From an optimization exercise on the open Yosys and OpenROAD flow, aimed at small area and a short achievable clock period; shortcuts taken in it are not production practice.
Where RTL was checked, it was by simulation tests only, not by an equivalence proof against the original.

== run A ==
Design attack_arbiter, start of the top module:
module attack_arbiter #(
  parameter int unsigned        STUN_W      = 24,
  parameter logic [STUN_W-1:0]  STUN_CYCLES = 24'd20,
  parameter int unsigned        DMG_W       = 10,
  parameter int unsigned        DMG_MAX     = 999
) (
  input  logic             clock,
  input  logic             reset,
  input  logic [31:0]      p1_attack,
  input  logic [31:0]      p1_knockback,
  input  logic [31:0]      p2_attack,
  input  logic [31:0]      p2_knockback,
  output logic [DMG_W-1:0] p1_damage,
  output logic [DMG_W-1:0] p2_damage,
  output logic [31:0]      p1_kb_out,
  output logic             p1_kb_valid,
  output logic [31:0]      p2_kb_out,
  output logic             p2_kb_valid,
  output logic             p1_stunned,
  output logic             p2_stunned,
  output logic             clash
);
  localparam int unsigned SW = 5;
  logic              p1Block, p2Block;        
  logic              p1Pending, p2Pending;
  logic [1:0]        p1Code, p2Code;
  logic              vicIsP1;
  logic [31:0]       atkKb;
  logic [DMG_W:0]    opFactor;
  logic [5:0]        opOne, opTwo;
  logic [4:0]        opNeg;
  logic [SW-1:0]     stunCount;
  logic              stunIsP2;
  logic [DMG_W-1:0]  p1Damage, p2Damage;
  logic [39:0]       p1KbOut, p2KbOut;
  logic              p1KbValid, p2KbValid, clashReg;
  logic              eval;                    
  logic              p1HitEv, p2HitEv, p1Stun, p2Stun;
  logic              p1Cand, p2Cand, p1Victim, p2Victim, clashNow;
  logic              p1PendNext, p2PendNext, p1PendKeep, p2PendKeep, vicIsP1Next;
  logic [1:0]        p1CodeNext, p2CodeNext;
  logic [DMG_W-1:0]  dmgNext, opDamage;
  logic [20:0]       p1VicOps, p2VicOps;      
  logic [DMG_W:0]    factorNext;
  logic [39:0]       kbScaled;
  assign p1Stun = (stunCount != '0) & ~stunIsP2;
  ...
Size in the first run: roughly 2,400 cells after synthesis, about 220 I/O pins.
export LEC_CHECK = 0
export ABC_AREA = 1
export CAP_MARGIN = 20
export CORE_MARGIN = 2
export CORE_UTILIZATION = 55
export SLEW_MARGIN = 20
create_clock -name core_clock -period 12.0 [get_ports {clock}]
standard.sh (not shown) runs the stock make flow with config.mk's settings and CLKGATE_MAP_FILE= SYNTH_SCRIPT=/design/flow/synth_recipe.tcl, a recipe that flattens the netlist after the stock synthesis.
==> flow/flow/run.sh <==
#!/bin/bash
# Layout flow: the standard synthesis and layout, with
# - inverters around the synthesized full adders removed by flipping adder
#   polarities (flow/polarity.py; combinational only, registers untouched),
# - the port buffers made as the smallest plain buffer instead of the delay
#   buffer buffer_ports picks by default,
# - a clock tree of smaller buffers without dummy loads, and
# - the resizer's power recovery (downsizing off the critical paths).
# Each step's output goes to a log file here.
set -euo pipefail
MARGIN=$(cat flow/margin.txt)
NETLIST="$PWD/orfs/results/${FLOW_PLATFORM}/attack_arbiter/base/1_2_yosys.v"
bash standard.sh "$NETLIST" > synth.log 2>&1
python3 flow/polarity.py "$NETLIST" > polarity.log 2>&1
bash standard.sh SETUP_SLACK_MARGIN="$MARGIN" RECOVER_POWER=100 \
  "BUFFER_PORTS_ARGS=-buffer_cell sky130_fd_sc_hd__buf_1" \
  "CTS_ARGS=-sink_clustering_enable -repair_clock_nets -dont_use_dummy_load -buf_list {sky130_fd_sc_hd__clkbuf_4 sky130_fd_sc_hd__clkbuf_8}" \
  finish > layout.log 2>&1
==> flow/flow/margin.txt <==
7.1
Other scripts of this flow, unchanged in this note and not shown: flow/flow/polarity.py
Status run A: flow complete, layout not clean - max-capacitance violations, max-slew violations
[inputs] run B vs run A
-- flow/flow/run.sh --
<<< run A, line 6
#   buffer buffer_ports picks by default,
# - a clock tree of smaller buffers without dummy loads, and
# - the resizer's power recovery (downsizing off the critical paths).
>>> run B, line 6
#   buffer buffer_ports picks by default, and
# - a clock tree of smaller buffers without dummy loads.
<<< run A, line 15
bash standard.sh SETUP_SLACK_MARGIN="$MARGIN" RECOVER_POWER=100 \
>>> run B, line 14
bash standard.sh SETUP_SLACK_MARGIN="$MARGIN" \
==> flow/flow/margin.txt <==
6.9
### Flow results
Run B finished every stage and its layout cleared the timing, DRC and antenna checks. Status: number of routed nets with antenna violations parity (run A, run B). Clock skew ends up lower on run A. Route | run B vs run A | wire shorter in run B. Core utilization: higher on run A. Run A ended up with in2reg as its start-to-end type of the worst setup path; run B ended up with reg2reg. Run comparison: run B timing startpoint of the critical path opFactor[1]; run A timing startpoint of the critical path p1_attack[2].
--- input diff run B..run C ---
Settings: ABC_AREA no longer set, was 1.
==> flow/flow/margin.txt <==
7.0
Final cycle utilization of the critical path | run C above run B
Run C vs. run B: number of antenna diodes shows an increase of 1, share of the core filled with cells in the final layout went up, worst setup slack saw a decrease.
## Diff of input files: run D against run C
Settings: ABC_AREA newly set to 1.
==> flow/flow/margin.txt <==
7.3
==> run notes <==
- [compare] base=run C new=run D: non-clock buffer count saw a decrease, setup slack after placement saw an increase, layout overhead on the synthesized area saw a decrease, synthesized area saw an increase.
- Worst setup slack: run D vs run C up 0.69 ns
Function was not checked in any run of this note: the RTL went through the layout flow alone.

========
Starting RTL as in the previous note.
==> flow/config.mk <==
export PLATFORM = sky130hd
export DESIGN_NAME = attack_arbiter
export DESIGN_NICKNAME = attack_arbiter
export VERILOG_FILES = /design/flow/design.v
export SDC_FILE = /design/flow/constraint.sdc
export NUM_CORES = 4
export LEC_CHECK = 0
export ABC_AREA = 1
export CAP_MARGIN = 20
export CORE_MARGIN = 2
export CORE_UTILIZATION = 55
export SLEW_MARGIN = 20
==> flow/constraint.sdc <==
create_clock -name core_clock -period 12.0 [get_ports {clock}]
set_input_delay 2.4000 -clock core_clock [delete_from_list [all_inputs] [get_ports {clock}]]
set_output_delay 2.4000 -clock core_clock [all_outputs]
set_load 0.01 [all_outputs]
==> flow/flow/run.sh <==
#!/bin/bash
# Layout flow: the standard synthesis and layout, with
# - the synthesized logic between registers and adders mapped again with
#   ABC's area mapper (flow/remap.tcl; registers untouched),
# - inverters around the full adders removed by flipping adder polarities
#   (flow/polarity.py; combinational only, registers untouched),
# - the port buffers made as the smallest plain buffer instead of the delay
#   buffer buffer_ports picks by default, and
# - a clock tree of smaller buffers without dummy loads.
# Each step's output goes to a log file here.
set -euo pipefail
MARGIN=$(cat flow/margin.txt)
RES="$PWD/orfs/results/${FLOW_PLATFORM}/attack_arbiter/base"
NETLIST="$RES/1_2_yosys.v"
bash standard.sh "$NETLIST" > synth.log 2>&1
cp "$NETLIST" standard_synth.v
YOSYS=$(command -v yosys || echo "$FLOW_HOME/../tools/install/yosys/bin/yosys")
LIB="$FLOW_HOME/platforms/${FLOW_PLATFORM}/lib/sky130_fd_sc_hd__tt_025C_1v80.lib" \
  IN=standard_synth.v OUT="$NETLIST" SCRIPT="$PWD/flow/abc_area.script" \
  DONT_USE="$PWD/flow/abc_dont_use.txt" "$YOSYS" -c flow/remap.tcl > remap.log 2>&1
python3 flow/polarity.py "$NETLIST" > polarity.log 2>&1
bash standard.sh SETUP_SLACK_MARGIN="$MARGIN" \
  "BUFFER_PORTS_ARGS=-buffer_cell sky130_fd_sc_hd__buf_1" \
  "CTS_ARGS=-sink_clustering_enable -repair_clock_nets -dont_use_dummy_load -buf_list {sky130_fd_sc_hd__clkbuf_4 sky130_fd_sc_hd__clkbuf_8}" \
  finish > layout.log 2>&1
==> flow/flow/margin.txt <==
7.1
Other scripts of this flow, unchanged in this note and not shown: flow/flow/abc_area.script, flow/flow/abc_dont_use.txt, flow/flow/polarity.py, flow/flow/remap.tcl
The first run finished clean.
Then changed:
==> flow/flow/margin.txt (replaced) <==
7.3
Effect:
- utilization grows by 0.95 points
- clock-buffer cell count stays the same
- flip-flop and latch count does not change
- die area is unchanged
- global-route usage falls by 0.46 points
- via count goes up by 1.0%
- fmax barely changes
No run of this note included a check of the RTL's function; only the layout flow was run.

========
Another version of the RTL of attack_arbiter (not shown whole).
Size in the first run: about 2,100 cells after synthesis, roughly 160 flip-flops, ~17,000 sq um of cells after synthesis.
==> flow/config.mk <==
export PLATFORM = sky130hd
export DESIGN_NAME = attack_arbiter
export DESIGN_NICKNAME = attack_arbiter
export VERILOG_FILES = /design/flow/design.v
export SDC_FILE = /design/flow/constraint.sdc
export NUM_CORES = 4
export LEC_CHECK = 0
export CAP_MARGIN = 20
export CORE_MARGIN = 2
export CORE_UTILIZATION = 40
export SLEW_MARGIN = 20
==> flow/constraint.sdc <==
create_clock -name core_clock -period 12.0 [get_ports {clock}]
set_input_delay 2.4000 -clock core_clock [delete_from_list [all_inputs] [get_ports {clock}]]
set_output_delay 2.4000 -clock core_clock [all_outputs]
set_load 0.01 [all_outputs]
==> flow/flow/run.sh <==
#!/bin/bash
set -euo pipefail
MARGIN=$(cat flow/margin.txt)
bash standard.sh synth > synth.log 2>&1
bash standard.sh SETUP_SLACK_MARGIN="$MARGIN" finish > layout.log 2>&1
==> flow/flow/margin.txt <==
6
Edit:
==> flow/run.sh (new file) <==
#!/bin/bash
# synth_recipe.tcl (not shown) runs the flow's synth.tcl, then flattens the netlist and writes it again
# the make line also repeats each setting of config.mk as NAME=value (left out here)
make -C /OpenROAD-flow-scripts/flow DESIGN_CONFIG=/design/flow/config.mk WORK_HOME=/design/flow/orfs CLKGATE_MAP_FILE= SYNTH_SCRIPT=/design/flow/synth_recipe.tcl finish
SETUP_SLACK_MARGIN = 5   (was unset)
removed: flow/flow/run.sh
removed: flow/flow/margin.txt
removed: flow/standard.sh
=> Final area decreases by a few percent; die area is unchanged; count of clock-buffer cells in the layout is unchanged; worst setup slack loses 0.75 ns; global-route usage decreases by 0.84 points; routed wire length decreases by a few percent; non-clock buffer count decreases by 68.

========
Another version of the RTL of attack_arbiter (not shown whole).
For scale: roughly 2100 cells after synthesis, about 170 flip-flops, roughly 220 I/O pins, about 0.018 mm² of cells after synthesis.
export LEC_CHECK = 0
export CAP_MARGIN = 20
export CORE_MARGIN = 2
export CORE_UTILIZATION = 40
export SLEW_MARGIN = 20
create_clock -name core_clock -period 12.0 [get_ports {clock}]
==> flow/flow/run.sh <==
#!/bin/bash
set -euo pipefail
MARGIN=$(cat flow/margin.txt)
bash standard.sh synth > synth.log 2>&1
bash standard.sh SETUP_SLACK_MARGIN="$MARGIN" finish > layout.log 2>&1
==> flow/flow/margin.txt <==
6
Next try:
==> flow/flow/margin.txt (replaced) <==
6.5
--- a/flow/config.mk
+++ b/flow/config.mk
@@ -6,4 +6,5 @@
 export NUM_CORES = 4
 export LEC_CHECK = 0
+export ABC_AREA = 1
 export CAP_MARGIN = 20
 export CORE_MARGIN = 2
After rerunning:
- setup slack gains 0.66 ns
- synthesized area increases by 6.0%
- die area increases by 5.8%
- synthesized cell count increases by 24%
- maximum frequency increases by about 12%
No run of this note included a check of the RTL's function; only the layout flow was run.

========
## job 1776
attack_arbiter, a different RTL version from the one above (not shown whole).
Size: about 220 I/O pins.
==> flow/config.mk <==
export PLATFORM = sky130hd
export DESIGN_NAME = attack_arbiter
export DESIGN_NICKNAME = attack_arbiter
export VERILOG_FILES = /design/flow/design.v
export SDC_FILE = /design/flow/constraint.sdc
export NUM_CORES = 4
export LEC_CHECK = 0
export ABC_AREA = 1
export CAP_MARGIN = 20
export CORE_MARGIN = 2
export CORE_UTILIZATION = 55
export SLEW_MARGIN = 20
==> flow/constraint.sdc <==
create_clock -name core_clock -period 12.0 [get_ports {clock}]
set_input_delay 2.4000 -clock core_clock [delete_from_list [all_inputs] [get_ports {clock}]]
set_output_delay 2.4000 -clock core_clock [all_outputs]
set_load 0.01 [all_outputs]
==> flow/flow/run.sh <==
#!/bin/bash
# Layout flow: the standard synthesis and layout, with
# - the synthesized logic off the slowest paths (static timing with ideal
#   wires, flow/crit.tcl) mapped again with ABC's area mapper
#   (flow/remap.tcl; registers and adders untouched),
# - inverters around the full adders removed by flipping adder polarities
#   (flow/polarity.py; combinational only, registers untouched),
# - the port buffers made as the smallest plain buffer instead of the delay
#   buffer buffer_ports picks by default, and
# - a clock tree of smaller buffers without dummy loads.
# Each step's output goes to a log file here.
set -euo pipefail
MARGIN=$(cat flow/margin.txt)
RES="$PWD/orfs/results/${FLOW_PLATFORM}/attack_arbiter/base"
NETLIST="$RES/1_2_yosys.v"
LIB="$FLOW_HOME/platforms/${FLOW_PLATFORM}/lib/sky130_fd_sc_hd__tt_025C_1v80.lib"
bash standard.sh "$NETLIST" > synth.log 2>&1
cp "$NETLIST" standard_synth.v
STA=$(command -v sta || echo "$FLOW_HOME/../tools/install/OpenROAD/bin/sta")
YOSYS=$(command -v yosys || echo "$FLOW_HOME/../tools/install/yosys/bin/yosys")
LIB="$LIB" IN=standard_synth.v SDC="$FLOW_SDC" THRESHOLD="$(cat flow/threshold.txt)" \
  CRIT=critical_cells.txt "$STA" -exit flow/crit.tcl > crit.log 2>&1
LIB="$LIB" IN=standard_synth.v OUT="$NETLIST" SCRIPT="$PWD/flow/abc_area.script" \
  DONT_USE="$PWD/flow/abc_dont_use.txt" CRIT=critical_cells.txt \
  "$YOSYS" -c flow/remap.tcl > remap.log 2>&1
python3 flow/polarity.py "$NETLIST" > polarity.log 2>&1
bash standard.sh SETUP_SLACK_MARGIN="$MARGIN" \
  "BUFFER_PORTS_ARGS=-buffer_cell sky130_fd_sc_hd__buf_1" \
  "CTS_ARGS=-sink_clustering_enable -repair_clock_nets -dont_use_dummy_load -buf_list {sky130_fd_sc_hd__clkbuf_4 sky130_fd_sc_hd__clkbuf_8}" \
  finish > layout.log 2>&1
==> flow/flow/margin.txt <==
7.3
==> flow/flow/threshold.txt <==
8.0
Other scripts of this flow, unchanged in this note and not shown: flow/flow/abc_area.script, flow/flow/abc_dont_use.txt, flow/flow/crit.tcl, flow/flow/polarity.py, flow/flow/remap.tcl
Modified inputs, job 6071 compared to job 1776
==> flow/flow/margin.txt <==
7.1
Notes after the runs:
- Job 1776 → job 6071: via total after detailed routing down about 1.2%.
- The maximum single-stage delay on the critical path of job 6071 falls short of that of job 1776 by 0.04 ns.
- Taking job 1776 as the reference, in job 6071 final worst clock skew shows a reduction of 0.0075 ns, wire length shows a reduction of about 2.7%, register clock-pin slew on the reported worst setup and hold paths shows an increase of 0.02 ns.
### job 6071 -> job 5664
==> flow/flow/threshold.txt <==
7.85
### Flow results
- Job 5664 — worst setup margin 0.029 ns higher, job 6071 as reference
- Of job 6071 and job 5664, the lower worst max-slew margin expressed relative to the limit belongs to job 6071.
- Comparing job 6071 and job 5664, the lower post-synthesis cell count is on job 5664.
- Comparing job 5664 with job 6071, the final area came out essentially unchanged.
- Relative to job 6071, synthesis-to-layout area growth has increased by 1.2 points in job 5664.
- Arrival time of the worst setup path down 0.06 ns in job 5664 wrt job 6071
- Wire: job 5664 routes more than job 6071
- [compare] base=job 6071 new=job 5664: number of combinational gates with multiple inputs went down by 4.0%; sequential share of cell area was more or less identical.

========
attack_arbiter with an RTL version that a note above also has.
Size: ~2,400 cells after synthesis, ~220 I/O pins.
export LEC_CHECK = 0
export ABC_AREA = 1
export CAP_MARGIN = 20
export CORE_MARGIN = 2
export CORE_UTILIZATION = 45
export SLEW_MARGIN = 20
create_clock -name core_clock -period 12.0 [get_ports {clock}]
==> flow/flow/run.sh <==
#!/bin/bash
# Layout flow: the standard synthesis and layout, with
# - inverters around the synthesized full adders removed by flipping adder
#   polarities (flow/polarity.py; combinational only, registers untouched),
# - the port buffers made as the smallest plain buffer instead of the delay
#   buffer buffer_ports picks by default, and
# - a clock tree of smaller buffers without dummy loads.
# Each step's output goes to a log file here.
set -euo pipefail
MARGIN=$(cat flow/margin.txt)
NETLIST="$PWD/orfs/results/${FLOW_PLATFORM}/attack_arbiter/base/1_2_yosys.v"
bash standard.sh "$NETLIST" > synth.log 2>&1
python3 flow/polarity.py "$NETLIST" > polarity.log 2>&1
bash standard.sh SETUP_SLACK_MARGIN="$MARGIN" \
  "BUFFER_PORTS_ARGS=-buffer_cell sky130_fd_sc_hd__buf_1" \
  "CTS_ARGS=-sink_clustering_enable -repair_clock_nets -dont_use_dummy_load -buf_list {sky130_fd_sc_hd__clkbuf_4 sky130_fd_sc_hd__clkbuf_8}" \
  finish > layout.log 2>&1
Other scripts of this flow, unchanged in this note and not shown: flow/flow/margin.txt, flow/flow/polarity.py
Change:
--- a/flow/config.mk
+++ b/flow/config.mk
@@ -10,3 +10,3 @@
 export CORE_MARGIN = 2
-export CORE_UTILIZATION = 45
+export CORE_UTILIZATION = 55
 export SLEW_MARGIN = 20
After rerunning: The changed run produced a clean layout. Cell area shrinks by 1.6%. Area after synthesis stays the same. Wire length falls by 2.4%. Non-clock buffer count shrinks by 4. Maximum frequency went down by 0.49%.
No functional check of the RTL was part of any run of this note.

-- what the ideal ports hide --
The flow's constraints put no driver on any port. The routed layouts listed below were extracted and timed again, unchanged, in two steps. Step 1 sets driving cells, clkbuf_16 on the clock port and buf_2 on the other inputs (assumed; they add their load-dependent delay and slew). Step 2 adds t to the input delays and takes it off the output delays; t is the mean of the earliest and latest rising clock arrival at the registers after step 1. Input paths then give back, and output paths get back, about the clock's delay inside the block. a / b / c = ideal ports / drivers / drivers and shift; a / b = the first two.
run	shift t [ns]	setup slack, ns	latest minus earliest clock arrival (ns)	cell pins on the clock port's net
run A	0.552	4.244 / 4.275 / 3.722	0.037 / 0.037	1
run B	0.542	7.101 / 7.101 / 6.668	0.040 / 0.040	1
run C	0.539	6.610 / 6.625 / 6.086	0.057 / 0.058	1
run D	0.534	7.296 / 7.296 / 6.930	0.033 / 0.033	1
the first run of note 2	0.535	6.558 / 6.589 / 6.054	0.034 / 0.034	1
the second run of note 2	0.517	6.564 / 6.594 / 6.077	0.029 / 0.030	1
the first run of note 3	0.516	6.086 / 6.110 / 5.595	0.015 / 0.015	1
the second run of note 3	0.504	5.335 / 5.355 / 4.852	0.021 / 0.020	1
the first run of note 4	0.524	6.021 / 6.051 / 5.527	0.018 / 0.018	1
the second run of note 4	0.522	6.677 / 6.703 / 6.181	0.016 / 0.015	1
job 1776	0.524	7.356 / 7.356 / 6.983	0.039 / 0.039	1
job 6071	0.528	7.265 / 7.226 / 6.898	0.026 / 0.026	1
job 5664	0.537	7.294 / 7.283 / 6.927	0.042 / 0.042	1
the first run of note 6	0.532	7.253 / 7.253 / 6.832	0.025 / 0.025	1
the second run of note 6	0.554	7.230 / 7.230 / 6.789	0.036 / 0.036	1
For run C, which loses most, drivers alone change the setup slack by +0.015 ns; drivers and shift together by -0.524 ns.
